This is an optimization exercise on Yosys and OpenROAD, whose aim is small area, a short achievable clock period and few clock cycles, not a production implementation.
Only simulation tests tie the RTL to the original design; equivalence was not proved.
Power figures rest on the tool's default switching activity, not on a simulated workload.

$ cat flow/config.mk
export PLATFORM = sky130hd
export DESIGN_NAME = mcs51_core
export DESIGN_NICKNAME = mcs51_core
export VERILOG_FILES = /design/flow/design.v
export SDC_FILE = /design/flow/constraint.sdc
export NUM_CORES = 4
export LEC_CHECK = 0
export CAP_MARGIN = 20
export CORE_MARGIN = 2
export CORE_UTILIZATION = 40
export SLEW_MARGIN = 20
$ cat flow/constraint.sdc
create_clock -name core_clock -period 10.0 [get_ports {clk}]
set_input_delay 2.0000 -clock core_clock [delete_from_list [all_inputs] [get_ports {clk}]]
set_output_delay 2.0000 -clock core_clock [all_outputs]
set_load 0.01 [all_outputs]
$ cat flow/design.v
`default_nettype none
package mcs51_pkg;
  localparam int IRAM_SIZE_DEFAULT = 128;
  localparam logic [7:0] SFR_SP  = 8'h81;
  localparam logic [7:0] SFR_PSW = 8'hD0;
  localparam logic [7:0] SFR_ACC = 8'hE0;
  localparam logic [7:0] SFR_B   = 8'hF0;
  localparam logic [7:0] SP_RESET = 8'h07;
  localparam logic [3:0] EA_PASS = 4'd0;
  localparam logic [3:0] EA_ADD  = 4'd1;
  localparam logic [3:0] EA_ADDC = 4'd2;
  localparam logic [3:0] EA_SUBB = 4'd3;
  localparam logic [3:0] EA_AND  = 4'd4;
  localparam logic [3:0] EA_OR   = 4'd5;
  localparam logic [3:0] EA_XOR  = 4'd6;
  localparam logic [3:0] EA_INC  = 4'd7;
  localparam logic [3:0] EA_DEC  = 4'd8;
  localparam logic [3:0] EA_CPL  = 4'd9;
  localparam logic [3:0] EA_CLR  = 4'd10;
  localparam logic [3:0] EA_CLRC = 4'd11;
  localparam logic [3:0] EA_SETC = 4'd12;
  localparam logic [1:0] ES_IMM = 2'd0;
  localparam logic [1:0] ES_MEM = 2'd1;
  localparam logic [1:0] ES_ACC = 2'd2;
  localparam logic [1:0] ED_NONE = 2'd0;
  localparam logic [1:0] ED_ACC  = 2'd1;
  localparam logic [1:0] ED_MEM  = 2'd2;
endpackage
`default_nettype wire
`timescale 1ns/1ps
`default_nettype none
import mcs51_pkg::*;
module mcs51_core #(
  parameter int IRAM_SIZE = mcs51_pkg::IRAM_SIZE_DEFAULT
) (
  input  logic        clk,
  input  logic        reset_n,
  output logic [15:0] code_addr,
  input  logic [7:0]  code_rdata,
  output logic [7:0]  sfr_raddr,
  input  logic [7:0]  sfr_rdata,
  output logic [7:0]  sfr_waddr,
  output logic [7:0]  sfr_wdata,
  output logic        sfr_we
);
  localparam logic [1:0] F_OPC = 2'd0;
  localparam logic [1:0] F_B1  = 2'd1;
  localparam logic [1:0] F_B2  = 2'd2;
  logic [7:0] iram [128];
  logic [31:0] rn_one;   
  logic [7:0] acc;
  logic [7:1] psw;       
  logic [7:0] b_reg;
  logic [7:0] sp_reg;
  logic [15:0] pc;
  logic [1:0]  fst;
  logic [7:0]  f_opc;
  logic [7:0]  f_op1;
  logic        r_v;
  logic [3:0]  r_alu;
  logic [1:0]  r_src;
  logic [1:0]  r_dst;
  logic [7:0]  r_imm;
  logic        r_rn;     
  logic [7:0]  raddr;    
  logic        x_v;
  logic [7:0]  x_reg;    
  logic        x_int;    
  logic [7:0]  waddr;
  logic        x_wr_acc;
  logic        x_wr_iram;
  logic        x_wr_psw;
  logic        x_wr_b;
  logic        x_wr_sp;
  logic        x_wr_cy;
  logic        x_arith;
  logic        x_sub;
  logic        x_usecy;
  logic        x_and;
  logic        x_or;
  logic        x_xor;
  logic        x_inc;
  logic        x_dec;
  logic        x_cpl;
  logic        x_pass;
  logic        x_clrc;
  logic        x_setc;
  logic        wb_we;
  logic [6:0]  wb_addr;
  logic [7:0]  wb_data;
  assign code_addr = pc;
  function automatic logic [1:0] op_length(input logic [7:0] op);
    casez (op)
      8'h02, 8'h75:
        op_length = 2'd3;
      8'h74, 8'hE5, 8'hF5, 8'h24, 8'h34, 8'h94, 8'h54, 8'h44, 8'h64,
      8'h80, 8'h40, 8'h50, 8'h60, 8'h70, 8'b0111_1???, 8'b1101_1???:
        op_length = 2'd2;
      default:
        op_length = 2'd1;
    endcase
  endfunction
  function automatic logic [8:0] exec_ctl(input logic [7:0] op);
    casez (op)
      8'h04:        exec_ctl = {1'b1, EA_INC,  ES_ACC, ED_ACC};
      8'b0000_1???: exec_ctl = {1'b1, EA_INC,  ES_MEM, ED_MEM};
      8'h14:        exec_ctl = {1'b1, EA_DEC,  ES_ACC, ED_ACC};
      8'h24:        exec_ctl = {1'b1, EA_ADD,  ES_IMM, ED_ACC};
      8'b0010_1???: exec_ctl = {1'b1, EA_ADD,  ES_MEM, ED_ACC};
      8'h34:        exec_ctl = {1'b1, EA_ADDC, ES_IMM, ED_ACC};
      8'b0011_1???: exec_ctl = {1'b1, EA_ADDC, ES_MEM, ED_ACC};
      8'h44:        exec_ctl = {1'b1, EA_OR,   ES_IMM, ED_ACC};
      8'b0100_1???: exec_ctl = {1'b1, EA_OR,   ES_MEM, ED_ACC};
      8'h54:        exec_ctl = {1'b1, EA_AND,  ES_IMM, ED_ACC};
      8'b0101_1???: exec_ctl = {1'b1, EA_AND,  ES_MEM, ED_ACC};
      8'h64:        exec_ctl = {1'b1, EA_XOR,  ES_IMM, ED_ACC};
      8'b0110_1???: exec_ctl = {1'b1, EA_XOR,  ES_MEM, ED_ACC};
      8'h74:        exec_ctl = {1'b1, EA_PASS, ES_IMM, ED_ACC};
      8'h75:        exec_ctl = {1'b1, EA_PASS, ES_IMM, ED_MEM};
      8'b0111_1???: exec_ctl = {1'b1, EA_PASS, ES_IMM, ED_MEM};
      8'h94:        exec_ctl = {1'b1, EA_SUBB, ES_IMM, ED_ACC};
      8'b1001_1???: exec_ctl = {1'b1, EA_SUBB, ES_MEM, ED_ACC};
      8'hC3:        exec_ctl = {1'b1, EA_CLRC, ES_ACC, ED_NONE};
      8'hD3:        exec_ctl = {1'b1, EA_SETC, ES_ACC, ED_NONE};
      8'b1101_1???: exec_ctl = {1'b1, EA_DEC,  ES_MEM, ED_MEM};
      8'hE4:        exec_ctl = {1'b1, EA_CLR,  ES_ACC, ED_ACC};
      8'hE5:        exec_ctl = {1'b1, EA_PASS, ES_MEM, ED_ACC};
      8'b1110_1???: exec_ctl = {1'b1, EA_PASS, ES_MEM, ED_ACC};
      8'hF4:        exec_ctl = {1'b1, EA_CPL,  ES_ACC, ED_ACC};
      8'hF5:        exec_ctl = {1'b1, EA_PASS, ES_ACC, ED_MEM};
      8'b1111_1???: exec_ctl = {1'b1, EA_PASS, ES_ACC, ED_MEM};
      default:      exec_ctl = {1'b0, EA_PASS, ES_ACC, ED_NONE};
    endcase
  endfunction
  function automatic logic is_ext_sfr(input logic [7:0] a);
    is_ext_sfr = a[7] && (a != SFR_SP) && (a != SFR_PSW) && (a != SFR_ACC) && (a != SFR_B);
  endfunction
  logic [1:0] bank_eff;
  logic [6:0] addr_eff;
  logic [7:0] iram_rd;
  logic [7:0] res;
  logic       fwd_iram;
  logic [7:0] acc_fwd;
  logic [7:0] x_next;
  logic       r_int;
  assign bank_eff = x_wr_psw ? x_reg[4:3] : psw[4:3];
  assign addr_eff = r_rn ? {2'b00, bank_eff, raddr[2:0]} : raddr[6:0];
  assign iram_rd  = iram[addr_eff];
  logic       fwd_hit;   
  assign fwd_iram = fwd_hit;
  logic       wb_hit;    
  assign wb_hit   = wb_we && (wb_addr == addr_eff);
  assign acc_fwd  = x_wr_acc ? res : acc;
  assign r_int    = raddr[7] && !is_ext_sfr(raddr);
  logic       sel_ram;
  logic       sel_res;
  logic [7:0] x_early;
  assign sel_ram = (r_src == ES_MEM) && !raddr[7] && !fwd_iram && !wb_hit;
  assign sel_res = ((r_src == ES_MEM) && !raddr[7] && fwd_iram) || ((r_src == ES_ACC) && x_wr_acc);
  always_comb begin
    case (r_src)
      ES_IMM:  x_early = r_imm;
      ES_MEM:  x_early = raddr[7] ? sfr_rdata : wb_data;
      default: x_early = acc;
    endcase
  end
  assign x_next = sel_ram ? iram_rd : (sel_res ? res : x_early);
  logic       cy_in;
  logic [7:0] addend;
  logic [4:0] sum_lo;
  logic [4:0] sum_hi;
  logic       is_sub;
  logic       acc_par;
  logic [7:0] int_rd;
  assign acc_par = ^acc;
  always_comb begin
    case (waddr)
      SFR_ACC: int_rd = acc;
      SFR_B:   int_rd = b_reg;
      SFR_PSW: int_rd = {psw, acc_par};
      default: int_rd = sp_reg;
    endcase
  end
  assign is_sub = x_sub;
  assign addend = x_reg ^ {8{x_sub}};
  assign cy_in  = x_usecy && (psw[7] ^ x_sub);
  assign sum_lo = {1'b0, acc[3:0]} + {1'b0, addend[3:0]} + {4'd0, cy_in};
  assign sum_hi = {1'b0, acc[7:4]} + {1'b0, addend[7:4]} + {4'd0, sum_lo[4]};
  assign res = ({8{x_arith}} & {sum_hi[3:0], sum_lo[3:0]}) |
               ({8{x_and}} & (acc & x_reg)) |
               ({8{x_or}} & (acc | x_reg)) |
               ({8{x_xor}} & (acc ^ x_reg)) |
               ({8{x_inc}} & (x_reg + 8'd1)) |
               ({8{x_dec}} & (x_reg - 8'd1)) |
               ({8{x_cpl}} & ~x_reg) |
               ({8{x_pass && !x_int}} & x_reg) |
               ({8{x_pass && x_int}} & int_rd);
  logic x_flags;
  assign x_flags = x_arith;
  always_ff @(posedge clk) begin
    if (wb_we) iram[wb_addr] <= wb_data;
    if (wb_we && (wb_addr[6:5] == 2'b00)) rn_one[wb_addr[4:0]] <= (wb_data == 8'h01);
  end
  always_ff @(posedge clk or negedge reset_n) begin
    if (!reset_n) begin
      acc    <= 8'h00;
      psw    <= 7'h00;
      b_reg  <= 8'h00;
      sp_reg <= SP_RESET;
    end else begin
      if (x_wr_acc) acc <= res;
      if (x_wr_b) b_reg <= res;
      if (x_wr_sp) sp_reg <= res;
      if (x_wr_psw) begin
        psw <= res[7:1];
      end else begin
        if (x_flags) begin
          psw[7] <= is_sub ? !sum_hi[4] : sum_hi[4];
          psw[6] <= is_sub ? !sum_lo[4] : sum_lo[4];
          psw[2] <= (acc[7] == addend[7]) && (sum_hi[3] != acc[7]);
        end
        if (x_clrc) psw[7] <= 1'b0;
        if (x_setc) psw[7] <= 1'b1;
      end
    end
  end
  always_ff @(posedge clk or negedge reset_n) begin
    if (!reset_n) begin
      x_v       <= 1'b0;
      x_wr_acc  <= 1'b0;
      x_wr_iram <= 1'b0;
      x_wr_psw  <= 1'b0;
      x_wr_b    <= 1'b0;
      x_wr_sp   <= 1'b0;
      x_wr_cy   <= 1'b0;
      x_arith   <= 1'b0;
      x_clrc    <= 1'b0;
      x_setc    <= 1'b0;
      wb_we     <= 1'b0;
    end else begin
      wb_we     <= x_wr_iram;
      x_arith   <= r_v && ((r_alu == EA_ADD) || (r_alu == EA_ADDC) || (r_alu == EA_SUBB));
      x_clrc    <= r_v && (r_alu == EA_CLRC);
      x_setc    <= r_v && (r_alu == EA_SETC);
      x_v       <= r_v;
      x_wr_acc  <= r_v && ((r_dst == ED_ACC) || ((r_dst == ED_MEM) && (raddr == SFR_ACC)));
      x_wr_iram <= r_v && (r_dst == ED_MEM) && !raddr[7];
      x_wr_psw  <= r_v && (r_dst == ED_MEM) && (raddr == SFR_PSW);
      x_wr_b    <= r_v && (r_dst == ED_MEM) && (raddr == SFR_B);
      x_wr_sp   <= r_v && (r_dst == ED_MEM) && (raddr == SFR_SP);
      x_wr_cy   <= r_v && ((r_alu == EA_ADD) || (r_alu == EA_ADDC) || (r_alu == EA_SUBB) ||
                           (r_alu == EA_CLRC) || (r_alu == EA_SETC) ||
                           ((r_dst == ED_MEM) && (raddr == SFR_PSW)));
    end
  end
  always_ff @(posedge clk) begin
    wb_addr   <= waddr[6:0];
    wb_data   <= res;
    x_sub     <= (r_alu == EA_SUBB);
    x_usecy   <= (r_alu == EA_ADDC) || (r_alu == EA_SUBB);
    x_and     <= (r_alu == EA_AND);
    x_or      <= (r_alu == EA_OR);
    x_xor     <= (r_alu == EA_XOR);
    x_inc     <= (r_alu == EA_INC);
    x_dec     <= (r_alu == EA_DEC);
    x_cpl     <= (r_alu == EA_CPL);
    x_pass    <= (r_alu == EA_PASS);
    x_reg     <= x_next;
    x_int     <= (r_src == ES_MEM) && r_int;
    waddr     <= {raddr[7], addr_eff};
  end
  logic [1:0]  len_in;   
  logic [8:0]  ctl_in;
  logic [15:0] pc_inc;
  logic [15:0] pc_rel;
  logic        cond;
  logic        cond_hz;
  logic        djnz_hz;
  logic        stall;
  logic        taken;
  logic        f_len3;
  logic [8:0]  f_ctl;
  logic        f_djnz;
  logic        f_jcc;
  logic        f_sjmp;
  logic        f_rn2;
  logic        f_movda;
  logic        f_movdi;
  logic        f_ljmp;
  logic        pend;
  logic [1:0]  pend_kind;
  logic [15:0] pend_tgt;
  logic        pend_taken;
  assign len_in  = op_length(code_rdata);
  assign ctl_in  = exec_ctl(code_rdata);
  assign pc_inc  = pc + 16'd1;
  logic [4:0]  rel_l;
  logic [4:0]  rel_h0;
  logic [4:0]  rel_h1;
  logic [4:0]  rel_h;
  logic [7:0]  hi_p1;
  logic [7:0]  hi_m1;
  logic        up;
  logic        dn;
  assign rel_l  = {1'b0, pc_inc[3:0]} + {1'b0, code_rdata[3:0]};
  assign rel_h0 = {1'b0, pc_inc[7:4]} + {1'b0, code_rdata[7:4]};
  assign rel_h1 = {1'b0, pc_inc[7:4]} + {1'b0, code_rdata[7:4]} + 5'd1;
  assign rel_h  = ({5{!rel_l[4]}} & rel_h0) | ({5{rel_l[4]}} & rel_h1);
  assign hi_p1  = pc_inc[15:8] + 8'd1;
  assign hi_m1  = pc_inc[15:8] - 8'd1;
  assign up     = rel_h[4] && !code_rdata[7];
  assign dn     = !rel_h[4] && code_rdata[7];
  assign pc_rel = {({8{up}} & hi_p1) | ({8{dn}} & hi_m1) | ({8{!up && !dn}} & pc_inc[15:8]),
                   rel_h[3:0], rel_l[3:0]};
  function automatic logic jcond(input logic [1:0] kind, input logic [7:0] a, input logic c);
    case (kind)
      2'd0:    jcond = c;
      2'd1:    jcond = !c;
      2'd2:    jcond = (a == 8'h00);
      default: jcond = (a != 8'h00);
    endcase
  endfunction
  assign cond       = jcond(f_opc[5:4], acc, psw[7]);
  assign cond_hz    = f_opc[5] ? x_wr_acc : x_wr_cy;
  logic       r_wr_iram;
  logic       nx_rn;
  logic [7:0] nx_raddr;
  logic [6:0] nx_eff;
  logic       djnz_hz_q;
  assign r_wr_iram = r_v && (r_dst == ED_MEM) && !raddr[7];
  always_comb begin
    nx_rn    = r_rn;
    nx_raddr = raddr;
    if (fst == F_OPC) begin
      nx_rn    = 1'b1;
      nx_raddr = {5'b00000, code_rdata[2:0]};
    end else if (fst == F_B1 && !f_rn2) begin
      nx_rn    = 1'b0;
      nx_raddr = code_rdata;
    end
  end
  assign nx_eff  = nx_rn ? {2'b00, bank_eff, nx_raddr[2:0]} : nx_raddr[6:0];
  assign djnz_hz = djnz_hz_q;
  assign pend_taken = pend && jcond(pend_kind, acc, psw[7]);
  assign stall      = f_djnz && djnz_hz;
  assign taken = f_sjmp ||
                 (f_djnz && (wb_hit ? (wb_data != 8'h01) : !rn_one[addr_eff[4:0]])) ||
                 (f_jcc && !cond_hz && cond);
  logic       issue_v;
  logic [8:0] ctl;
  always_comb begin
    case (fst)
      F_OPC:   issue_v = (len_in == 2'd1) && ctl_in[8] && !pend_taken;
      F_B1:    issue_v = !f_len3 && f_ctl[8] && !stall;
      default: issue_v = f_ctl[8];
    endcase
  end
  assign ctl = (fst == F_OPC) ? ctl_in : f_ctl;
  always_ff @(posedge clk) begin
    r_alu     <= ctl[7:4];
    r_src     <= ctl[3:2];
    r_dst     <= ctl[1:0];
    r_imm     <= code_rdata;
    pend_kind <= f_opc[5:4];
    pend_tgt  <= pc_rel;
  end
  always_ff @(posedge clk or negedge reset_n) begin
    if (!reset_n) begin
      pc        <= 16'h0000;
      fst       <= F_OPC;
      f_opc     <= 8'h00;
      f_op1     <= 8'h00;
      f_len3    <= 1'b0;
      f_ctl     <= 9'h000;
      f_djnz    <= 1'b0;
      f_jcc     <= 1'b0;
      f_sjmp    <= 1'b0;
      f_rn2     <= 1'b0;
      f_movda   <= 1'b0;
      f_movdi   <= 1'b0;
      f_ljmp    <= 1'b0;
      pend      <= 1'b0;
      djnz_hz_q <= 1'b0;
      fwd_hit   <= 1'b0;
      r_v       <= 1'b0;
      r_rn      <= 1'b0;
      raddr     <= 8'h00;
      sfr_we    <= 1'b0;
      sfr_waddr <= 8'h00;
      sfr_wdata <= 8'h00;
    end else begin
      sfr_we    <= 1'b0;
      pend      <= 1'b0;
      fwd_hit   <= r_wr_iram && !nx_raddr[7] && (addr_eff == nx_eff);
      djnz_hz_q <= (fst == F_OPC) && r_wr_iram && (addr_eff == nx_eff);
      r_v       <= issue_v;
      case (fst)
        F_OPC: begin
          if (pend_taken) begin
            pc <= pend_tgt;
          end else begin
            pc      <= pc_inc;
            f_opc   <= code_rdata;
            f_len3  <= (len_in == 2'd3);
            f_ctl   <= ctl_in;
            f_djnz  <= (code_rdata[7:3] == 5'b1101_1);
            f_jcc   <= (code_rdata == 8'h40) || (code_rdata == 8'h50) ||
                       (code_rdata == 8'h60) || (code_rdata == 8'h70);
            f_sjmp  <= (code_rdata == 8'h80);
            f_rn2   <= (code_rdata[7:3] == 5'b0111_1) || (code_rdata[7:3] == 5'b1101_1);
            f_movda <= (code_rdata == 8'hF5);
            f_movdi <= (code_rdata == 8'h75);
            f_ljmp  <= (code_rdata == 8'h02);
            raddr   <= {5'b00000, code_rdata[2:0]};
            r_rn    <= 1'b1;
            if (len_in != 2'd1) fst <= F_B1;
          end
        end
        F_B1: begin
          if (!stall) begin
            pc    <= taken ? pc_rel : pc_inc;
            f_op1 <= code_rdata;
            if (!f_rn2) begin
              raddr <= code_rdata;
              r_rn  <= 1'b0;
            end
            if (f_len3) fst <= F_B2;
            else fst <= F_OPC;
            if (f_jcc && cond_hz) pend <= 1'b1;
            if (f_movda && is_ext_sfr(code_rdata)) begin
              sfr_we    <= 1'b1;
              sfr_waddr <= code_rdata;
              sfr_wdata <= acc_fwd;
            end
          end
        end
        default: begin
          pc  <= f_ljmp ? {f_op1, code_rdata} : pc_inc;
          fst <= F_OPC;
          if (f_movdi && is_ext_sfr(f_op1)) begin
            sfr_we    <= 1'b1;
            sfr_waddr <= f_op1;
            sfr_wdata <= code_rdata;
          end
        end
      endcase
    end
  end
  assign sfr_raddr = raddr;
endmodule
`default_nettype wire
$ cat flow/flow/run.sh
#!/bin/bash
# The standard ORFS layout, with timing repair aimed past the clock period
# (repair_timing's setup margin) and without gate cloning, which can leave
# an overloaded driver after the last design repair.
set -euo pipefail
bash standard.sh SETUP_SLACK_MARGIN=6.5 SKIP_GATE_CLONING=1 finish > standard_flow.log 2>&1
$ cat flow/standard.sh
#!/bin/bash
# synth_recipe.tcl (not shown) runs the flow's synth.tcl, then flattens the netlist and writes it again
# the make line also repeats each setting of config.mk as NAME=value (left out here)
make -C /OpenROAD-flow-scripts/flow DESIGN_CONFIG=/design/flow/config.mk WORK_HOME=/design/flow/orfs CLKGATE_MAP_FILE= SYNTH_SCRIPT=/design/flow/synth_recipe.tcl "${@:-finish}"
==> impl_metrics.tcl, run 1 <==
set metrics [dict create \
    synth-async-reset-ratio 0.09302 \
    drv_slew 0 \
    hp-class "reg -> reg" \
    r2r_start "psw[7]" \
    overflow 0 \
    hold_violations 0 \
    fin_crit_ps 3834 \
    max_freq_ghz 0.2608 \
    synth_top_flop_cell "edfxtp_1" \
    fillers 11070 \
    wl_microns 134100 \
    grt_max_degree 93 \
    cts-root-buf "clkbuf_16" \
    synth-edff-count 1056 \
    grt_pass1_vias 28880 \
    rows 132 \
    syn_area_sq_um 52390 \
    avgViaCountPerCell 5.687 \
    core_sq_um 129800 \
    worstMarginPinSlew_ps 1139 \
    path_class "reg -> reg" \
    port_buffers 58 \
    die_h_microns 365.9 \
    ys_types 80 \
    clock_sinks 1247 \
    avgSynthCellArea_sq_um 16.70 \
    setup.worst_path.start "psw[7]" \
    crit_fanout 2 \
    yosysSeqAreaShare 0.6895 \
    cts_inserted_buffers 132 \
    hold_start "waddr[5]" \
    clock_path_buffers 3 \
    clkTransAtPathRegs_ps 60 \
    ir_drop_mv 0.1409 \
    cts_tree "done" \
    syn2layout_area_growth_pct 15.54 \
    firstDrtPassIters 6 \
    yosys_warnings 1 \
    grt_use_total 0.1981 \
    setup_viol 0 \
    h-tree-depth 4 \
    crit_required_ps 10630 \
    wl_per_cell_microns 26.13 \
    dr_total_vias 29200 \
    slew_headroom 0.2370 \
    final_nets 3363 \
    post-route-period-util 0.3834 \
    skew_ps 24.52 \
    largest-register "iram" \
    drc 0 \
    regArea_sq_um 36190 \
    globalplace.congestion 0.8557 \
    largest_reg_flops 1024 \
    p_per_area_nw_per_um2 233.2 \
    antenna_found_initial 0 \
    die_w_microns 365.9 \
    critPathArrivalTime_ps 4470 \
    drv_cap 0 \
    drive_gt1_frac 0.2510 \
    synth_nets 3207 \
    worstSkewPairLatency_ps 760 \
    rsz0062_at_grt "yes" \
    route.antenna.remaining_nets 0 \
    startpoint_type "register" \
    yosys_register_bits 1247 \
    grt_pass1_wl_microns 198000 \
    cp-end-kind "register" \
    initial_core_util 0.4035 \
    dp_hpwl_microns 79240 \
    ios 59 \
    drt_iter0_drc 3228 \
    multi_input_comb_area_sq_um 15690 \
    p_leak_nw 20.25 \
    synthCells 3137 \
    fin_tns_setup_ps 0 \
    hold_slack_ps 360.0 \
    status "timing/DRC/antenna clean" \
    die_area_sq_um 133900 \
]
## final timing paths
| check | end | slack [ps] | cells after the start |
|---|---|---|---|
| max | sfr_wdata[5] | 6170 | 14 |
| min | wb_addr[5] | 360 | 0 |
| max reg2reg | sfr_wdata[5] | 6170 | 14 |
| min reg2reg | wb_addr[5] | 360 | 0 |
| max in group asynchronous | raddr[1] | 7210 | 2 |
| min in group asynchronous | psw[2] | 1320 | 1 |
## stage by stage
stage / setup WS, ps / std cells / area, sq um / util / total power [mW]
after floorplan: 5643 / 3137 / 52520 / - / 8.197
after global placement: 4566 / 4794 / 54900 / 0.4229 / 9.062
after global routing: 6033 / 5133 / 60520 / 0.4662 / 14.66
after detailed placement: 4602 / 4796 / 54910 / 0.4230 / 9.091
final: 6166 / 5134 / 60530 / 0.4663 / 14.11
after CTS: 6090 / 5113 / 60110 / 0.4630 / 14.04
## layer usage
metal	vias to the layer above	part of all wire	track usage	routed length (microns)
met5	-	0	0	0
met2	953	0.49	0.3221	66050
met4	0	0.021	0.05239	2808
met3	173	0.058	0.03156	7808
li1	12680	-	-	-
met1	15390	0.43	0.2786	57470
## layout by cell type (no fill, tap or decap), types with 38 or more instances in the layout
master / netlist / layout
dfxtp_1: 75 / 65
nor2_1: 253 / 242
inv_1: 56 / 47
edfxtp_1: 1056 / 1056
mux4_2: 334 / 334
clkbuf_16: 0 / 136
dfrtp_1: 113 / 92
nand2_1: 241 / 238
xnor2_1: 47 / 41
o21ai_0: 128 / 120
nor3_1: 40 / 38
buf_4: 3 / 105
a21oi_1: 117 / 101
## cell families after synthesis
logic type	Yosys count	synth area share
multiplexers	394	0.1556
buffers and inverters	251	0.01927
XOR/XNOR	76	0.01299
flip-flops	1247	0.6895
adder cells (fa/ha/maj)	52	0.01328
AND/OR/NAND/NOR	684	0.05804
AO/OA/AOI/OAI	433	0.05133
## cell usage after synthesis (4+ instances only)
| master | n | share of area |
|---|---|---|
| o221ai_1 | 7 | 0.0012 |
| dfrtp_1 | 113 | 0.054 |
| xor2_1 | 27 | 0.0045 |
| o22ai_1 | 4 | 0.00048 |
| o21ai_1 | 9 | 0.00086 |
| o211ai_1 | 14 | 0.0020 |
| nor4_1 | 6 | 0.00072 |
| a221oi_1 | 7 | 0.0012 |
| edfxtp_1 | 1056 | 0.61 |
| mux2_2 | 24 | 0.0052 |
| nor3_1 | 40 | 0.0038 |
| or2_2 | 4 | 0.00048 |
| o31ai_1 | 13 | 0.0019 |
| nand4_1 | 18 | 0.0021 |
| mux4_2 | 334 | 0.14 |
| ha_1 | 46 | 0.011 |
| a22oi_1 | 32 | 0.0046 |
| a222oi_1 | 6 | 0.0011 |
| and3_1 | 6 | 0.00072 |
| nand2b_1 | 14 | 0.0017 |
| dfxtp_1 | 75 | 0.029 |
| buf_2 | 45 | 0.0043 |
| xnor2_1 | 47 | 0.0079 |
| and2_1 | 9 | 0.0011 |
| nor2b_1 | 19 | 0.0023 |
| nor2_1 | 253 | 0.018 |
| a31oi_1 | 16 | 0.0019 |
| inv_1 | 56 | 0.0040 |
| nand2_1 | 241 | 0.017 |
| o21ai_0 | 128 | 0.012 |
| clkbuf_1 | 135 | 0.0097 |
| nand3b_1 | 6 | 0.00086 |
| buf_1 | 11 | 0.00079 |
| mux2i_1 | 36 | 0.0069 |
| a21oi_1 | 117 | 0.011 |
| nor3b_1 | 5 | 0.00072 |
| or3_1 | 8 | 0.00096 |
| fa_1 | 6 | 0.0023 |
| o21a_1 | 5 | 0.00072 |
| a21o_1 | 19 | 0.0027 |
| nand3_1 | 33 | 0.0032 |
| a211oi_1 | 19 | 0.0027 |
## area by class of cell
type,instances,area share
diodes,1,0.00004134
clock buffers,172,0.05912
clock inverters,60,0.008103
inverters,57,0.003700
multi-input cells,1639,0.2593
flip-flops and latches,1247,0.5979
well taps,1742,0.03601
repair buffers,216,0.03584
## power by group
part / leakage (nW) / internal [mW] / switching (mW)
Clock: 2.01 / 2.66 / 2.01
Sequential: 11.7 / 6.40 / 0.464
Combinational: 6.54 / 1.05 / 1.54
Total: 20.3 / 10.1 / 4.01
## what timing repair did
item,4_1_cts,5_1_grt
cloned,0,0
pin swaps,44,21
resized for setup,211,56
hold buffers,0,0
endpoints found under the setup margin,160,61
setup buffers,85,20
## critical path, stage by stage (launching register included)
cell and delay [ps]:
dfrtp_2 410, xor2_1 140, and2_4 160, fa_2 370, fa_2 350, a21o_1 160, a21o_1 200, fa_2 380
fa_2 410, a22o_1 210, nor2_1 110, nand4b_1 230, mux2_4 370, a21oi_4 140, o21ai_1 70
Testbench counts, summed over its fixed seeds: cycles 39,651.
==> run 2: changes to the inputs <==
==> flow/flow/run.sh (replaced) <==
#!/bin/bash
# The standard ORFS layout with three changes: adders are left to ABC as plain
# gates (no full/half-adder cells, which ABC cannot restructure for speed),
# timing repair aims past the clock period (repair_timing's setup margin), and
# no gate cloning, which can leave an overloaded driver after the last design
# repair.
set -euo pipefail
bash standard.sh SETUP_SLACK_MARGIN=6.5 SKIP_GATE_CLONING=1 ADDER_MAP_FILE= finish > standard_flow.log 2>&1
==> impl_metrics.tcl, run 2 <==
set metrics [dict create \
    clkTransAtPathRegs_ps 60 \
    p_leak_nw 19.88 \
    p_int_mw 10.67 \
    synth.most_common_cell "edfxtp_1" \
    drive_gt1_frac 0.2507 \
    cts_inserted_buffers 132 \
    min_delay_worst_endpoint "wb_we" \
    cp-end-kind "register" \
    final_common_cell "edfxtp_1" \
    crit_fanout 7 \
    status "timing/DRC/antenna clean" \
    fillers 10910 \
    rows 132 \
    clock_path_buffers 3 \
    synth_top_flop_cell "edfxtp_1" \
    yosys_warnings 1 \
    rsz0062_at_grt "yes" \
    synth_nets 3146 \
    hold_start "x_wr_iram" \
    max_freq_ghz 0.2752 \
    cts-root-buf "clkbuf_16" \
    startpoint_type "input port" \
    hold_violations 0 \
    antenna_found_initial 2 \
    ir_drop_mv 0.2049 \
    holdPathStages 0 \
    n_antenna_cell 0 \
    grt_use_total 0.2028 \
    die_w_microns 365.7 \
    drc 0 \
    hold_slack_ps 348.6 \
    yosys_register_bits 1247 \
    final_nets 3253 \
    clock_sinks 1247 \
    die_area_sq_um 133700 \
    crit_required_ps 10670 \
    worstSkewPairLatency_ps 760 \
    reg2reg_depth 13 \
    p_per_area_nw_per_um2 254.3 \
    overflow 0 \
    h-tree-depth 4 \
    drv_cap 0 \
    worstMarginPinSlew_ps 1066 \
    grt_max_degree 93 \
    synth-async-reset-ratio 0.09302 \
    yosys-top-cells-area "edfxtp_1 (61%), mux4_2 (15%), dfrtp_1 (5.4%)" \
    r2r_start "pc[0]" \
    switchingPower_mw 4.748 \
    synthCells 3128 \
    pwr-share-clk 0.322 \
    firstDrtPassIters 6 \
    syn2layout_area_growth_pct 15.91 \
    syn_area_sq_um 52320 \
    largest-register "iram" \
    die_h_microns 365.7 \
    wl_per_cell_microns 26.71 \
    seqPwrFrac 0.457 \
    core_sq_um 129600 \
    r2r_slack_ps 6510 \
    cts_tree "done" \
    critPathArrivalTime_ps 4300 \
    ios 59 \
    synthTopCellsByCount "edfxtp_1 (1056), mux4_2 (346), nor2_1 (283), nand2_1 (181), clkbuf_1 (163)" \
    dr_total_vias 29190 \
    post-route-period-util 0.3634 \
    initial_core_util 0.4036 \
    yosysSeqAreaShare 0.6903 \
    grt_pass1_wl_microns 198900 \
    final_cell_mix "edfxtp_1 (1056), mux4_2 (346), nor2_1 (269)" \
    wl_microns 135800 \
    setup_viol 0 \
    largest_reg_flops 1024 \
    sw_frac_of_total 0.3079 \
    worstReg2RegEnd "pc[11]" \
    dp_hpwl_microns 78340 \
    drv_slew 0 \
    fin_tns_setup_ps 0 \
    path_class "in -> reg" \
    globalplace.congestion 0.8981 \
    avgViaCountPerCell 5.741 \
    grt_pass1_vias 28750 \
    synth-edff-count 1056 \
    drt_iter0_drc 3556 \
    ys_types 84 \
    fin_crit_ps 3634 \
    slew_headroom 0.2864 \
    port_buffers 58 \
    avgSynthCellArea_sq_um 16.73 \
    skew_ps 25.65 \
    combPwrFrac 0.221 \
    hp-class "reg -> reg" \
    synth_top_area_frac 0.6061 \
    route.antenna.remaining_nets 0 \
    yosysTopAreaCell "edfxtp_1" \
]
-- run 2: worst max-delay path by stage --
stage,endpoint,from
floorplan,pc[14],code_rdata[0]
global placement,pc[9],code_rdata[5]
detailed placement,pc[9],code_rdata[5]
CTS,sfr_raddr[1],raddr[1]
global route,pc[11],code_rdata[6]
finish,pc[11],code_rdata[4]
-- run 2: cell families (layout without fill, tap and decap cells) --
kind of cell             Yosys count  in the layout  share of synthesized area
adder cells (fa/ha/maj)            9              9                   0.001841
AO/OA/AOI/OAI                    462            462                    0.05677
XOR/XNOR                          90             90                    0.01507
multiplexers                     404            404                     0.1604
buffers and inverters            271            485                    0.02076
AND/OR/NAND/NOR                  645            645                    0.05484
flip-flops                      1247           1247                     0.6903
-- run 2: critical path, stage by stage --
cell and delay (ps):
buf_16 110, nor2b_4 120, o211a_1 120, a221oi_2 230, a32oi_4 160, maj3_2 390, or3_4 420, buf_6 150
buf_12 130, nor2_4 90, o21ai_1 70, o2111a_1 170, o21ai_1 130
-- run 2: layer usage --
metal / wire (microns) / GRT usage / vias to the layer above
li1: - / - / 12640
met1: 58060 / 0.2880 / 15260
met2: 66120 / 0.3276 / 1134
met3: 8954 / 0.03235 / 157
met4: 2644 / 0.05084 / 0
met5: 0 / 0 / -
-- run 2: power groups by stage --
stage / sequential, mW / combinational [mW] / clock, mW
floorplan: 6.98 / 2.04 / 0
global placement: 7.21 / 3.02 / 0
detailed placement: 7.22 / 3.05 / 0
CTS: 7.05 / 3.31 / 5.04
global route: 7.10 / 3.68 / 5.24
finish: 7.04 / 3.41 / 4.96
-- run 2: per-stage QoR --
step | total power, mW | instances | setup slack (ps) | instance area, sq um | util
after global placement | 10.23 | 4748 | 4464 | 54680 | 0.4217
after detailed placement | 10.27 | 4748 | 4349 | 54680 | 0.4217
final | 15.42 | 5084 | 6366 | 60650 | 0.4678
after CTS | 15.40 | 5057 | 6291 | 60150 | 0.4639
after floorplan | 9.018 | 3128 | 5772 | 52430 | -
after global routing | 16.01 | 5084 | 6336 | 60650 | 0.4678
-- run 2: cell type report --
| cell class | instances | area (sq um) | area share |
|---|---|---|---|
| Tap cell | 1742 | 2180 | 0.03594 |
| Multi-Input combinational cell | 1610 | 15430 | 0.2545 |
| Clock inverter | 81 | 885.9 | 0.01461 |
| Inverter | 44 | 178.9 | 0.002950 |
| Clock buffer | 160 | 3511 | 0.05789 |
| Timing Repair Buffer | 200 | 2261 | 0.03728 |
| Sequential cell | 1247 | 36200 | 0.5969 |
-- run 2: timing repair --
| action | in CTS | in global routing |
|---|---|---|
| endpoints found under the hold margin | 0 | 0 |
| pin swaps | 13 | 20 |
| resized for setup | 194 | 46 |
| setup buffers | 68 | 26 |
| setup endpoints to repair | 132 | 104 |
| hold buffers | 0 | 0 |
==> run 3: changes to the inputs <==
--- a/flow/design.v
+++ b/flow/design.v
@@ -364,21 +364,34 @@
     pend_kind <= f_opc[5:4];
     pend_tgt  <= pc_rel;
   end
+  always_ff @(posedge clk) begin
+    if (fst == F_OPC && !pend_taken) begin
+      f_opc   <= code_rdata;
+      f_len3  <= (len_in == 2'd3);
+      f_ctl   <= ctl_in;
+      f_djnz  <= (code_rdata[7:3] == 5'b1101_1);
+      f_jcc   <= (code_rdata == 8'h40) || (code_rdata == 8'h50) ||
+                 (code_rdata == 8'h60) || (code_rdata == 8'h70);
+      f_sjmp  <= (code_rdata == 8'h80);
+      f_rn2   <= (code_rdata[7:3] == 5'b0111_1) || (code_rdata[7:3] == 5'b1101_1);
+      f_movda <= (code_rdata == 8'hF5);
+      f_movdi <= (code_rdata == 8'h75);
+      f_ljmp  <= (code_rdata == 8'h02);
+    end
+    if (fst == F_B1 && !stall) f_op1 <= code_rdata;
+    if (fst == F_B1 && !stall && f_movda && is_ext_sfr(code_rdata)) begin
+      sfr_waddr <= code_rdata;
+      sfr_wdata <= acc_fwd;
+    end
+    if (fst != F_OPC && fst != F_B1 && f_movdi && is_ext_sfr(f_op1)) begin
+      sfr_waddr <= f_op1;
+      sfr_wdata <= code_rdata;
+    end
+  end
   always_ff @(posedge clk or negedge reset_n) begin
     if (!reset_n) begin
       pc        <= 16'h0000;
       fst       <= F_OPC;
-      f_opc     <= 8'h00;
-      f_op1     <= 8'h00;
-      f_len3    <= 1'b0;
-      f_ctl     <= 9'h000;
-      f_djnz    <= 1'b0;
-      f_jcc     <= 1'b0;
-      f_sjmp    <= 1'b0;
-      f_rn2     <= 1'b0;
-      f_movda   <= 1'b0;
-      f_movdi   <= 1'b0;
-      f_ljmp    <= 1'b0;
       pend      <= 1'b0;
       djnz_hz_q <= 1'b0;
       fwd_hit   <= 1'b0;
@@ -386,8 +399,6 @@
       r_rn      <= 1'b0;
       raddr     <= 8'h00;
       sfr_we    <= 1'b0;
-      sfr_waddr <= 8'h00;
-      sfr_wdata <= 8'h00;
     end else begin
       sfr_we    <= 1'b0;
       pend      <= 1'b0;
@@ -400,17 +411,6 @@
             pc <= pend_tgt;
           end else begin
             pc      <= pc_inc;
-            f_opc   <= code_rdata;
-            f_len3  <= (len_in == 2'd3);
-            f_ctl   <= ctl_in;
-            f_djnz  <= (code_rdata[7:3] == 5'b1101_1);
-            f_jcc   <= (code_rdata == 8'h40) || (code_rdata == 8'h50) ||
-                       (code_rdata == 8'h60) || (code_rdata == 8'h70);
-            f_sjmp  <= (code_rdata == 8'h80);
-            f_rn2   <= (code_rdata[7:3] == 5'b0111_1) || (code_rdata[7:3] == 5'b1101_1);
-            f_movda <= (code_rdata == 8'hF5);
-            f_movdi <= (code_rdata == 8'h75);
-            f_ljmp  <= (code_rdata == 8'h02);
             raddr   <= {5'b00000, code_rdata[2:0]};
             r_rn    <= 1'b1;
             if (len_in != 2'd1) fst <= F_B1;
@@ -419,7 +419,6 @@
         F_B1: begin
           if (!stall) begin
             pc    <= taken ? pc_rel : pc_inc;
-            f_op1 <= code_rdata;
             if (!f_rn2) begin
               raddr <= code_rdata;
               r_rn  <= 1'b0;
@@ -429,8 +428,6 @@
             if (f_jcc && cond_hz) pend <= 1'b1;
             if (f_movda && is_ext_sfr(code_rdata)) begin
               sfr_we    <= 1'b1;
-              sfr_waddr <= code_rdata;
-              sfr_wdata <= acc_fwd;
             end
           end
         end
@@ -439,13 +436,16 @@
           fst <= F_OPC;
           if (f_movdi && is_ext_sfr(f_op1)) begin
             sfr_we    <= 1'b1;
-            sfr_waddr <= f_op1;
-            sfr_wdata <= code_rdata;
           end
         end
       endcase
     end
   end
-  assign sfr_raddr = raddr;
+  logic [7:0] sfr_ra;
+  always_ff @(posedge clk or negedge reset_n) begin
+    if (!reset_n) sfr_ra <= 8'h00;
+    else if (fst == F_B1) sfr_ra <= code_rdata;
+  end
+  assign sfr_raddr = sfr_ra;
 endmodule
 `default_nettype wire
==> impl_metrics.tcl, run 3 <==
set metrics [dict create \
    sw_frac_of_total 0.2827 \
    fin_crit_ps 3908 \
    synthCells 3054 \
    yosys-top-cells-area "edfxtp_1 (63%), mux4_2 (15%), dfrtp_1 (3.7%)" \
    slew_headroom 0.2576 \
    drv_slew 0 \
    yosysSeqAreaShare 0.6955 \
    setup_viol 0 \
    total_power_mw 14.53 \
    path_class "in -> reg" \
    critical_path.cell_chain "buf_12 -> a211o_1 -> and2_4 -> a32oi_4 -> a41oi_4 -> o21ai_4 -> o22ai_4 -> buf_4 -> a21oi_4 -> a31oi_2 -> or4_1 -> a32o_1" \
    critPathArrivalTime_ps 4540 \
    skew_ps 21.86 \
    yosys_register_bits 1255 \
    worstSkewPairLatency_ps 750 \
    crit_fanout 5 \
    combPwrFrac 0.178 \
    seqPwrFrac 0.480 \
    syn_area_sq_um 52530 \
    final_util 0.4697 \
    fin_tns_setup_ps 0 \
    wl_per_cell_microns 26.82 \
    max_freq_ghz 0.2559 \
    grt_pass1_wl_microns 199800 \
    cts_inserted_buffers 135 \
    synth_top_flop_cell "edfxtp_1" \
    p_per_area_nw_per_um2 238.0 \
    drv_cap 0 \
    clkTransAtPathRegs_ps 60 \
    timing.final.ws_setup_ps 6092 \
    final_nets 3236 \
    setup.worst_path.start "code_rdata[2]" \
    crit_family "compound AO/OA/AOI/OAI gates" \
    core_sq_um 130000 \
    die_w_microns 366.4 \
    r2r_slack_ps 6400 \
    grt_use_total 0.2011 \
    synth-async-reset-ratio 0.06454 \
    hold_violations 0 \
    fillers 10970 \
    largest_reg_flops 1024 \
    synth_nets 3072 \
    rows 132 \
    crit_end "pc[8]" \
    crit_required_ps 10630 \
    status "timing/DRC/antenna clean" \
    drc 0 \
    worst-path-stages 12 \
    initial_core_util 0.4041 \
    startpoint_type "input port" \
    switchingPower_mw 4.109 \
    cp_slowest_stage_delay_ps 480 \
    clock_path_buffers 3 \
    overflow 0 \
    rsz0062_at_grt "yes" \
    synth.most_common_cell "edfxtp_1" \
    firstDrtPassIters 6 \
    p_leak_nw 20.01 \
    cts-root-buf "clkbuf_16" \
    p_int_mw 10.42 \
    yosys_warnings 1 \
    crit_path_top_delay_cell "or4_1" \
    antenna_found_initial 3 \
    stdcell_area_sq_um 61060 \
    cp-end-kind "register" \
    port_buffers 58 \
    final_common_cell "edfxtp_1" \
    worstReg2RegEnd "pc[15]" \
    drive_gt1_frac 0.2603 \
    ios 59 \
    synthTopCellsByCount "edfxtp_1 (1099), mux4_2 (348), nor2_1 (287), nand2_1 (142), clkbuf_1 (136)" \
    final_cell_mix "edfxtp_1 (1099), mux4_2 (348), nor2_1 (274)" \
    post-route-period-util 0.3908 \
    post-place-ws_ps 4164 \
    syn2layout_area_growth_pct 16.24 \
    reg2reg_depth 10 \
    cts_tree "done" \
    wl_microns 135700 \
    hold_slack_ps 350.8 \
    globalplace.congestion 0.8312 \
    route.antenna.remaining_nets 0 \
    postPlaceCellArea_sq_um 55020 \
    die_h_microns 366.4 \
    dp_hpwl_microns 76600 \
    avgViaCountPerCell 5.743 \
    grt_pass1_vias 28820 \
    critical_path_buf_inv_count 2 \
    synth_top_area_frac 0.6283 \
    ys_types 91 \
    place_inst 4708 \
    avgSynthCellArea_sq_um 17.20 \
    dr_total_vias 29060 \
    worstMarginPinSlew_ps 1109 \
    layout.cells.non_filler 5059 \
    r2r_start "pc[0]" \
    grt_max_degree 101 \
    drt_iter0_drc 3355 \
    cts_hold_buffers 0 \
    pwr-share-clk 0.341 \
    ir_drop_mv 0.1600 \
    h-tree-depth 4 \
    yosysTopAreaCell "edfxtp_1" \
    hp-class "reg -> reg" \
    clock_sinks 1255 \
    largest-register "iram" \
    synth-edff-count 1099 \
    die_area_sq_um 134200 \
]
==> run 3: layout make-up <==
class                      count  area, sq um  area share
timing repair buffer         229         2351     0.03850
clock buffer                 164         3686     0.06037
clock inverter                71        683.2     0.01119
sequential                  1255        36600      0.5995
inverter                      47        188.9    0.003094
multi-input combinational   1550        15360      0.2516
antenna                        1        2.502  0.00004098
tap                         1742         2180     0.03570
==> run 3: cell families after synthesis <==
family,share of synthesized area
AOI/OAI and AO/OA,0.05079
xor gates and xnor gates,0.01351
adders and majority gates,0.001548
buffers and inverters,0.01991
DFF,0.6955
muxes,0.1646
and+or+nand+nor,0.05405
==> run 3: power groups by stage <==
stage	Sequential (mW)	Clock (mW)	Combinational, mW
2_1_floorplan	7.05	0	1.40
3_3_place_gp	7.13	0	2.19
3_5_place_dp	7.15	0	2.23
4_1_cts	6.99	5.03	2.48
5_1_grt	7.02	5.23	2.80
6_report	6.98	4.96	2.59
==> run 3: worst min-delay path by stage <==
| stage | to | start | depth (start not counted) |
|---|---|---|---|
| 6_report | wb_addr[2] | waddr[2] | 0 |
| 5_1_grt | wb_addr[1] | waddr[1] | 0 |
| 4_1_cts | wb_addr[2] | waddr[2] | 0 |
| 3_5_place_dp | wb_we | x_wr_iram | 0 |
| 3_3_place_gp | wb_addr[2] | waddr[2] | 0 |
| 2_1_floorplan | wb_addr[4] | waddr[4] | 0 |
==> run 3: what timing repair did <==
action | CTS | global route
resized for setup | 173 | 38
setup endpoints to repair | 187 | 59
pin swaps | 25 | 24
setup buffers | 84 | 30
==> run 3: routing by layer <==
| layer | wire length (microns) | share of wire | track usage |
|---|---|---|---|
| met1 | 56540 | 0.42 | 0.2801 |
| met2 | 66710 | 0.49 | 0.3291 |
| met3 | 9154 | 0.067 | 0.03181 |
| met4 | 3267 | 0.024 | 0.05603 |
| met5 | 13 | 0.000096 | 0 |
Testbench counts of run 3, summed over its fixed seeds: cycles 39,651.
==> run 4: changes to the inputs <==
--- a/flow/config.mk
+++ b/flow/config.mk
@@ -8,4 +8,5 @@
 export CAP_MARGIN = 20
 export CORE_MARGIN = 2
 export CORE_UTILIZATION = 40
+export CTS_CLUSTER_SIZE = 25
 export SLEW_MARGIN = 20
==> impl_metrics.tcl, run 4 <==
set metrics [dict create \
    synth_top_area_frac 0.6283 \
    final_common_cell "edfxtp_1" \
    critical_path.cell_chain "buf_12 -> a211o_1 -> and2_4 -> a32oi_4 -> a41oi_4 -> o21ai_4 -> o22ai_4 -> buf_4 -> a21oi_4 -> a31oi_2 -> or4_1 -> a32o_1" \
    avgViaCountPerCell 5.743 \
    drc 0 \
    cts-root-buf "clkbuf_16" \
    die_w_microns 366.4 \
    crit_fanout 5 \
    post-route-period-util 0.3908 \
    ys_types 91 \
    cts_hold_buffers 0 \
    ios 59 \
    avgSynthCellArea_sq_um 17.20 \
    globalplace.congestion 0.8312 \
    cp-end-kind "register" \
    yosysSeqAreaShare 0.6955 \
    worstSkewPairLatency_ps 750 \
    synthCells 3054 \
    crit_required_ps 10630 \
    hold_violations 0 \
    syn2layout_area_growth_pct 16.24 \
    switchingPower_mw 4.109 \
    drv_cap 0 \
    grt_pass1_vias 28820 \
    combPwrFrac 0.178 \
    critPathArrivalTime_ps 4540 \
    wl_per_cell_microns 26.82 \
    skew_ps 21.86 \
    synth-async-reset-ratio 0.06454 \
    drt_iter0_drc 3355 \
    grt_max_degree 101 \
    route.antenna.remaining_nets 0 \
    largest_reg_flops 1024 \
    sw_frac_of_total 0.2827 \
    synthTopCellsByCount "edfxtp_1 (1099), mux4_2 (348), nor2_1 (287), nand2_1 (142), clkbuf_1 (136)" \
    cts_inserted_buffers 135 \
    port_buffers 58 \
    dp_hpwl_microns 76600 \
    p_leak_nw 20.01 \
    grt_use_total 0.2011 \
    fin_tns_setup_ps 0 \
    clock_sinks 1255 \
    firstDrtPassIters 6 \
    clkTransAtPathRegs_ps 60 \
    grt_pass1_wl_microns 199800 \
    dr_total_vias 29060 \
    slew_headroom 0.2576 \
    synth_top_flop_cell "edfxtp_1" \
    h-tree-depth 4 \
    yosys-top-cells-area "edfxtp_1 (63%), mux4_2 (15%), dfrtp_1 (3.7%)" \
    pwr-share-clk 0.341 \
    max_freq_ghz 0.2559 \
    yosys_register_bits 1255 \
    crit_path_top_delay_cell "or4_1" \
    startpoint_type "input port" \
    synth_nets 3072 \
    wl_microns 135700 \
    hp-class "reg -> reg" \
    die_area_sq_um 134200 \
    synth-edff-count 1099 \
    die_h_microns 366.4 \
    seqPwrFrac 0.480 \
    yosysTopAreaCell "edfxtp_1" \
    fin_crit_ps 3908 \
    clock_path_buffers 3 \
    cts_tree "done" \
    yosys_warnings 1 \
    status "timing/DRC/antenna clean" \
    core_sq_um 130000 \
    path_class "in -> reg" \
    syn_area_sq_um 52530 \
    p_int_mw 10.42 \
    drive_gt1_frac 0.2603 \
    setup_viol 0 \
    rsz0062_at_grt "yes" \
    drv_slew 0 \
    ir_drop_mv 0.1600 \
    cp_slowest_stage_delay_ps 480 \
    synth.most_common_cell "edfxtp_1" \
    final_nets 3236 \
    final_cell_mix "edfxtp_1 (1099), mux4_2 (348), nor2_1 (274)" \
    worstMarginPinSlew_ps 1109 \
    p_per_area_nw_per_um2 238.0 \
    largest-register "iram" \
    rows 132 \
    initial_core_util 0.4041 \
    overflow 0 \
    final_util 0.4697 \
    antenna_found_initial 3 \
]
## run 4: cell counts after synthesis
Identical to the previous run, type by type.
## run 4: cell type report
class                   instances  area (sq um)
repair buffers                229          2351
flip-flops and latches       1255         36600
diodes                          1         2.502
multi-input cells            1550         15360
well taps                    1742          2180
clock inverters                71         683.2
clock buffers                 164          3686
fillers                     10970         68920
inverters                      47         188.9
## run 4: power by group through the flow
| stage | clock [mW] | sequential [mW] | combinational (mW) |
|---|---|---|---|
| after floorplan | 0 | 7.05 | 1.40 |
| after CTS | 5.03 | 6.99 | 2.48 |
| after global routing | 5.23 | 7.02 | 2.80 |
| final | 4.96 | 6.98 | 2.59 |
| after global placement | 0 | 7.13 | 2.19 |
| after detailed placement | 0 | 7.15 | 2.23 |
## run 4: worst paths after layout
kind,slack (ps),depth (start not counted),from,end
min in group asynchronous,1170,1,reset_n,pc[13]
max in group asynchronous,7600,2,reset_n,raddr[1]
setup reg to reg,6400,10,pc[0],pc[15]
hold / removal,350,0,waddr[2],wb_addr[2]
hold reg to reg,350,0,waddr[2],wb_addr[2]
setup / recovery,6090,12,code_rdata[2],pc[8]
## run 4: critical path: cells and delay by family
kind	cells	cell delay (ps)
AOI/OAI and AO/OA	8	1640
and+or+nand+nor	2	630
buffers and inverters	2	280
## run 4: kinds of logic (layout without fill, tap and decap cells)
| group | count (synthesis) | count (layout) | synth area share |
|---|---|---|---|
| multiplexers | 425 | 425 | 0.1646 |
| flip-flops | 1255 | 1255 | 0.6955 |
| AO/OA/AOI/OAI | 410 | 410 | 0.05079 |
| other | 0 | 1 | 0 |
| adder cells (fa/ha/maj) | 8 | 8 | 0.001548 |
| buffers and inverters | 249 | 511 | 0.01991 |
| AND/OR/NAND/NOR | 626 | 626 | 0.05405 |
| XOR/XNOR | 81 | 81 | 0.01351 |
## run 4: layer usage
metal,vias up,part of all wire,global-route usage
li1,12530,-,-
met1,15180,0.42,0.2801
met2,1136,0.49,0.3291
met3,209,0.067,0.03181
met4,2,0.024,0.05603
met5,-,0.000096,0
## run 4: through the flow
step,power (mW),instances,worst slack [ps],hold WS (ps),instance area (sq um)
global placement,9.329,4708,4179,340.1,55020
detailed placement,9.376,4708,4164,336.3,55020
CTS,14.49,5027,6184,349.5,60630
floorplan,8.451,3054,5607,329.0,52630
global route,15.06,5059,6003,362.2,61060
finish,14.53,5059,6092,350.8,61060
## run 4: repair_timing
item,4_1_cts,5_1_grt
pin swaps,25,24
resized for setup,173,38
endpoints found under the setup margin,187,59
buffers inserted,84,30
==> run 5: changes to the inputs <==
--- a/flow/design.v
+++ b/flow/design.v
@@ -356,6 +356,17 @@
     endcase
   end
   assign ctl = (fst == F_OPC) ? ctl_in : f_ctl;
+  logic        sel_rel;
+  logic        sel_lj;
+  logic [15:0] pc_early;
+  logic [15:0] pc_next;
+  assign sel_rel  = (fst == F_B1) && !stall && taken;
+  assign sel_lj   = (fst == F_B2) && f_ljmp;
+  assign pc_early = ((fst == F_OPC) && pend_taken) ? pend_tgt :
+                    ((fst == F_B1) && stall) ? pc : pc_inc;
+  assign pc_next  = ({16{sel_rel}} & pc_rel) |
+                    ({16{sel_lj}} & {f_op1, code_rdata}) |
+                    ({16{!sel_rel && !sel_lj}} & pc_early);
   always_ff @(posedge clk) begin
     r_alu     <= ctl[7:4];
     r_src     <= ctl[3:2];
@@ -405,12 +416,10 @@
       fwd_hit   <= r_wr_iram && !nx_raddr[7] && (addr_eff == nx_eff);
       djnz_hz_q <= (fst == F_OPC) && r_wr_iram && (addr_eff == nx_eff);
       r_v       <= issue_v;
+      pc        <= pc_next;
       case (fst)
         F_OPC: begin
-          if (pend_taken) begin
-            pc <= pend_tgt;
-          end else begin
-            pc      <= pc_inc;
+          if (!pend_taken) begin
             raddr   <= {5'b00000, code_rdata[2:0]};
             r_rn    <= 1'b1;
             if (len_in != 2'd1) fst <= F_B1;
@@ -418,7 +427,6 @@
         end
         F_B1: begin
           if (!stall) begin
-            pc    <= taken ? pc_rel : pc_inc;
             if (!f_rn2) begin
               raddr <= code_rdata;
               r_rn  <= 1'b0;
@@ -432,7 +440,6 @@
           end
         end
         default: begin
-          pc  <= f_ljmp ? {f_op1, code_rdata} : pc_inc;
           fst <= F_OPC;
           if (f_movdi && is_ext_sfr(f_op1)) begin
             sfr_we    <= 1'b1;
--- a/flow/config.mk
+++ b/flow/config.mk
@@ -8,5 +8,4 @@
 export CAP_MARGIN = 20
 export CORE_MARGIN = 2
 export CORE_UTILIZATION = 40
-export CTS_CLUSTER_SIZE = 25
 export SLEW_MARGIN = 20
==> impl_metrics.tcl, run 5 <==
set metrics [dict create \
    overflow 0 \
    ys_types 92 \
    clkTransAtPathRegs_ps 60 \
    synth.most_common_cell "edfxtp_1" \
    max_freq_ghz 0.2471 \
    drc 0 \
    core_sq_um 129800 \
    worstReg2RegEnd "pc[9]" \
    antenna_found_initial 0 \
    worst-path-stages 12 \
    synth-async-reset-ratio 0.06454 \
    clock_sinks 1255 \
    worstSkewPairLatency_ps 750 \
    final_cell_mix "edfxtp_1 (1099), mux4_2 (348), nor2_1 (252)" \
    grt_max_degree 101 \
    cp-end-kind "register" \
    slew_headroom 0.2864 \
    hold_start "x_wr_iram" \
    grt_pass1_wl_microns 195000 \
    globalplace.congestion 0.8509 \
    grt_pass1_vias 27990 \
    rsz0062_at_grt "yes" \
    regArea_sq_um 36600 \
    min_delay_worst_endpoint "wb_we" \
    critPathArrivalTime_ps 4730 \
    cts-root-buf "clkbuf_16" \
    fin_tns_setup_ps 0 \
    met2_usage 0.3098 \
    firstDrtPassIters 5 \
    syn2layout_area_growth_pct 15.43 \
    p_leak_nw 19.62 \
    cts_tree "done" \
    fin_crit_ps 4047 \
    crit_fanout 4 \
    h-tree-depth 4 \
    yosys_register_bits 1255 \
    drive_gt1_frac 0.2563 \
    largest_reg_flops 1024 \
    cp_slowest_stage_delay_ps 490 \
    die_w_microns 366.3 \
    crit_family "compound AO/OA/AOI/OAI gates" \
    crit_path_top_delay_cell "or4_1" \
    holdPathStages 0 \
    cts_inserted_buffers 133 \
    hold_violations 0 \
    synthCells 3054 \
    final_common_cell "edfxtp_1" \
    startpoint_type "input port" \
    largest-register "iram" \
    yosys_warnings 1 \
    p_per_area_nw_per_um2 272.2 \
    synth_top_flop_cell "edfxtp_1" \
    grt-busiest-layer "met2" \
    ir_drop_mv 0.1432 \
    route.antenna.remaining_nets 0 \
    r2r_start "pc[0]" \
    initial_core_util 0.4045 \
    ios 59 \
    drv_slew 0 \
    clock_path_buffers 3 \
    die_h_microns 366.3 \
    critical_path.cell_chain "buf_6 -> buf_6 -> or2_4 -> o221a_4 -> a31oi_4 -> o32ai_4 -> buf_12 -> maj3_2 -> or4_1 -> o211a_1 -> o41ai_4 -> a221o_1" \
    crit_top_cell "buf_6" \
    syn_area_sq_um 52510 \
    status "timing/DRC/antenna clean" \
    hp-class "reg -> reg" \
    reg2reg_depth 11 \
    port_buffers 58 \
    use_met3 0.03338 \
    post-route-period-util 0.4047 \
    cts_hold_buffers 0 \
    setup.worst_path.start "code_rdata[0]" \
    fillers 10980 \
    wl_per_cell_microns 26.81 \
    post-place-ws_ps 4523 \
    yosys-top-cells-area "edfxtp_1 (63%), mux4_2 (15%), dfrtp_1 (3.7%)" \
    yosysTopAreaCell "edfxtp_1" \
    yosysSeqAreaShare 0.6958 \
    timing.final.ws_setup_ps 5953 \
    drv_cap 0 \
    n_antenna_cell 0 \
    synth-edff-count 1099 \
    dp_hpwl_microns 76600 \
    grt_use_total 0.1965 \
    multi_input_comb_area_sq_um 15380 \
    avgSynthCellArea_sq_um 17.19 \
    path_class "in -> reg" \
    die_area_sq_um 134200 \
    rows 132 \
    dr_total_vias 28850 \
    synth_top_area_frac 0.6285 \
    r2r_slack_ps 6470 \
    worstMarginPinSlew_ps 1066 \
    synth_nets 3072 \
    wl_microns 134200 \
    use_met1 0.2831 \
    drt_iter0_drc 3451 \
    synthTopCellsByCount "edfxtp_1 (1099), mux4_2 (348), nor2_1 (270), nand2_1 (152), clkbuf_1 (145)" \
    avgViaCountPerCell 5.761 \
    final_nets 3183 \
    critical_path_buf_inv_count 3 \
    crit_required_ps 10680 \
    skew_ps 35.00 \
    setup_viol 0 \
]
## run 5: report_power, final
part | leakage [nW] | switching, mW | internal, mW
sequential | 11.6 | 0.651 | 6.62
clock | 2.05 | 2.03 | 2.76
combinational | 5.95 | 2.57 | 1.87
## run 5: how the worst max path moves through the flow
stage	endpoint	slack (ps)
floorplan	pc[10]	5550
global placement	pc[10]	4540
detailed placement	pc[10]	4520
CTS	pc[10]	5990
global route	pc[10]	5930
finish	pc[12]	5950
## run 5: layer usage
layer | part of all wire | routed length [microns]
met5 | 0 | 0
met4 | 0.024 | 3247
met3 | 0.067 | 9052
met2 | 0.48 | 64200
met1 | 0.43 | 57750
## run 5: kinds of logic (layout without fill, tap and decap cells)
kind of cell	Yosys count	count (layout)	synth area share
mux	410	410	0.1617
simple gates	627	627	0.05419
fa+ha+maj	13	13	0.002502
flops	1255	1255	0.6958
xor+xnor	82	82	0.01368
buf+inv	257	469	0.01952
compound gates	410	410	0.05266
## run 5: repair_timing
action / 4_1_cts / 5_1_grt
buffers inserted: 50 / 31
resized for setup: 155 / 45
endpoints found under the hold margin: 0 / 0
endpoints found under the setup margin: 238 / 116
pin swaps: 28 / 20
## run 5: final cells by class
class | count | share of cell area
clock buffer | 170 | 0.05999
timing repair buffer | 188 | 0.03392
multi-input combinational | 1542 | 0.2537
clock inverter | 66 | 0.009517
inverter | 45 | 0.002973
sequential | 1255 | 0.6039
tap | 1742 | 0.03596
## run 5: stage by stage
stage | instance area (sq um) | util | power, mW | hold WS, ps | cells
after floorplan | 52700 | - | 9.898 | 329.0 | 3054
after global placement | 54970 | 0.4234 | 11.33 | 337.4 | 4690
after detailed placement | 54970 | 0.4234 | 11.38 | 344.8 | 4690
after CTS | 60080 | 0.4628 | 16.46 | 352.7 | 4976
after global routing | 60610 | 0.4669 | 17.15 | 357.7 | 5008
final | 60610 | 0.4669 | 16.50 | 352.7 | 5008
Testbench counts of run 5, summed over its fixed seeds: cycles 39,651.
==> run 6: changes to the inputs <==
--- a/flow/config.mk
+++ b/flow/config.mk
@@ -7,5 +7,5 @@
 export LEC_CHECK = 0
 export CAP_MARGIN = 20
 export CORE_MARGIN = 2
-export CORE_UTILIZATION = 40
+export CORE_UTILIZATION = 55
 export SLEW_MARGIN = 20
==> impl_metrics.tcl, run 6 <==
set metrics [dict create \
    cts-root-buf "clkbuf_16" \
    crit_required_ps 10610 \
    syn_area_sq_um 52510 \
    port_buffers 58 \
    clock_path_buffers 3 \
    timing.final.ws_setup_ps 5857 \
    synth.most_common_cell "edfxtp_1" \
    rows 113 \
    yosysTopAreaCell "edfxtp_1" \
    drv_cap 0 \
    cp-end-kind "register" \
    route.antenna.remaining_nets 0 \
    synth_nets 3072 \
    synth-edff-count 1099 \
    reg2reg_depth 13 \
    dr_total_vias 29650 \
    r2r_slack_ps 6440 \
    drv_slew 0 \
    antenna_found_initial 2 \
    die_area_sq_um 97960 \
    wl_met1_microns 59500 \
    final_nets 3186 \
    ios 59 \
    setup_viol 0 \
    die_w_microns 313.0 \
    min_delay_worst_endpoint "wb_addr[1]" \
    drive_gt1_frac 0.2508 \
    synthCells 3054 \
    final_cell_mix "edfxtp_1 (1099), mux4_2 (348), nor2_1 (262)" \
    dr_wl_met2_microns 67780 \
    syn2layout_area_growth_pct 14.34 \
    yosys_warnings 1 \
    grt_pass1_vias 28970 \
    drc 0 \
    hp-class "reg -> reg" \
    setup.worst_path.start "code_rdata[5]" \
    grt_use_total 0.2843 \
    max_freq_ghz 0.2414 \
    worstMarginPinSlew_ps 1100 \
    cts_inserted_buffers 131 \
    p_leak_nw 19.63 \
    grt_max_degree 97 \
    drt_iter0_drc 3513 \
    crit_fanout 7 \
    fin_tns_setup_ps 0 \
    yosys_register_bits 1255 \
    globalplace.congestion 0.8638 \
    layout.cells.non_filler 4534 \
    hold_violations 0 \
    worstReg2RegEnd "pc[12]" \
    path_class "in -> reg" \
    synth_top_flop_cell "edfxtp_1" \
    wl_microns 141000 \
    critPathArrivalTime_ps 4750 \
    initial_core_util 0.5535 \
    clock_sinks 1255 \
    hold_slack_ps 351.4 \
    wl_per_cell_microns 31.10 \
    final_common_cell "edfxtp_1" \
    synthTopCellsByCount "edfxtp_1 (1099), mux4_2 (348), nor2_1 (270), nand2_1 (152), clkbuf_1 (145)" \
    dr_wl_met3_microns 10680 \
    ys_types 92 \
    fin_crit_ps 4143 \
    largest-register "iram" \
    dp_hpwl_microns 79510 \
    post-place-ws_ps 4437 \
    hold_start "waddr[1]" \
    synth-async-reset-ratio 0.06454 \
    total_power_mw 16.54 \
    ir_drop_mv 0.2034 \
    place_inst 4210 \
    yosysSeqAreaShare 0.6958 \
    firstDrtPassIters 7 \
    slew_headroom 0.2665 \
    synth_top_area_frac 0.6285 \
    r2r_start "pc[2]" \
    die_h_microns 313.0 \
    status "timing/DRC/antenna clean" \
    overflow 0 \
    n_antenna_cell 0 \
    largest_reg_flops 1024 \
    worstSkewPairLatency_ps 740 \
    avgSynthCellArea_sq_um 17.19 \
    yosys-top-cells-area "edfxtp_1 (63%), mux4_2 (15%), dfrtp_1 (3.7%)" \
    startpoint_type "input port" \
    skew_ps 20.68 \
    clkTransAtPathRegs_ps 60 \
    rsz0062_at_grt "yes" \
    holdPathStages 0 \
    h-tree-depth 4 \
    cts_tree "done" \
    avgViaCountPerCell 6.540 \
    highest_layer "met4" \
    core_sq_um 94870 \
    post-route-period-util 0.4143 \
    p_per_area_nw_per_um2 275.6 \
    grt_pass1_wl_microns 201000 \
]
-- run 6: changes by cell type in the layout (fill, tap and decap cells not counted), moves of 6 or more --
cell	previous run	this run
buf_16	12	21
clkinv_2	20	11
clkinv_1	22	32
dlygate4sd2_1	30	36
nor2_2	14	3
nor2_1	252	262
clkinvlp_4	9	2
-- run 6: timing repair --
| action | in CTS | in global routing |
|---|---|---|
| setup buffers | 48 | 42 |
| pin swaps | 22 | 13 |
| hold buffers | 0 | 0 |
| setup endpoints to repair | 131 | 54 |
| gates resized for setup | 165 | 47 |
-- run 6: cell type report --
cell class | count | area [sq um]
fill | 6732 | 34830
sequential | 1255 | 36610
timing repair buffer | 193 | 2213
multi-input combinational | 1542 | 15450
tap | 1265 | 1583
clock buffer | 175 | 3598
clock inverter | 59 | 411.6
inverter | 45 | 168.9
-- run 6: worst max-delay path: stages --
cell	delay, ps
buf_6	100
buf_12	130
xnor2_4	120
or4b_4	520
o311a_4	150
o32ai_4	260
buf_6	170
a41oi_4	120
a22oi_2	470
mux2i_1	290
xnor2_1	120
a221o_1	290
-- run 6: how the worst max path moves through the flow --
| stage | end | slack (ps) | depth (start not counted) |
|---|---|---|---|
| 6_report | pc[10] | 5860 | 12 |
| 5_1_grt | pc[14] | 5790 | 13 |
| 4_1_cts | pc[10] | 5850 | 11 |
| 3_5_place_dp | pc[10] | 4440 | 10 |
| 3_3_place_gp | pc[10] | 4490 | 10 |
| 2_1_floorplan | pc[10] | 5550 | 9 |
-- run 6: per-layer routing --
layer,vias to the layer above,track usage
met4,0,0.07221
met3,215,0.04579
met2,1355,0.4470
li1,12450,-
met5,-,0
met1,15630,0.4226
-- run 6: power by group --
group          internal, mW  switching [mW]
clock                  2.61            1.99
combinational          1.95            2.67
sequential             6.62           0.709
-- run 6: metrics by stage --
stage | instance area, sq um | utilization
CTS | 59300 | 0.6250
detailed placement | 54350 | 0.5729
floorplan | 52700 | -
global route | 60040 | 0.6328
global placement | 54350 | 0.5729
finish | 60040 | 0.6328
-- run 6: kinds of logic (layout without fill, tap and decap cells) --
logic type / count (synthesis) / count (layout) / share of synthesized area
xor gates and xnor gates: 82 / 82 / 0.01368
adders and majority gates: 13 / 13 / 0.002502
and+or+nand+nor: 627 / 627 / 0.05419
AOI/OAI and AO/OA: 410 / 410 / 0.05266
DFF: 1255 / 1255 / 0.6958
buffers and inverters: 257 / 472 / 0.01952
muxes: 410 / 410 / 0.1617

## port drivers added, routing unchanged
How much do the figures lean on ideal ports? The routed layouts below were timed once more, with nothing changed but the port constraints.
Step 1, drivers: a clkbuf_16 drives clk and a buf_2 each remaining input, both assumed.
Step 2 moves the port delays by t, midway between the first and last clock arrival at a register: inputs arrive t later, outputs are due t later. That takes back most of the time a late clock gives input paths.
Slacks: no drivers / after step 1 / after step 2; pairs: no drivers / after step 1.
run | shift t [ns] | setup WS [ns] | latest minus earliest clock arrival (ns) | slew at the worst register clock pin (ns) | worst data-port slew with drivers (ns)
run 1 | 0.827 | 6.166 / 6.166 / 5.391 | 0.028 / 0.028 | 0.06 / 0.06 | 0.05
run 2 | 0.816 | 6.366 / 6.338 / 5.564 | 0.035 / 0.035 | 0.07 / 0.07 | 0.13
run 3 | 0.815 | 6.092 / 6.118 / 5.303 | 0.029 / 0.030 | 0.06 / 0.06 | 0.12
run 4 | 0.815 | 6.092 / 6.118 / 5.303 | 0.029 / 0.030 | 0.06 / 0.06 | 0.12
run 5 | 0.812 | 5.953 / 5.993 / 5.181 | 0.035 / 0.035 | 0.07 / 0.07 | 0.05
run 6 | 0.804 | 5.857 / 5.899 / 5.095 | 0.026 / 0.026 | 0.06 / 0.06 | 0.08
After both steps setup and hold are still met in every run listed. The setup slack of run 2, which loses most, moves by -0.028 ns with the drivers and by -0.802 ns with both steps.
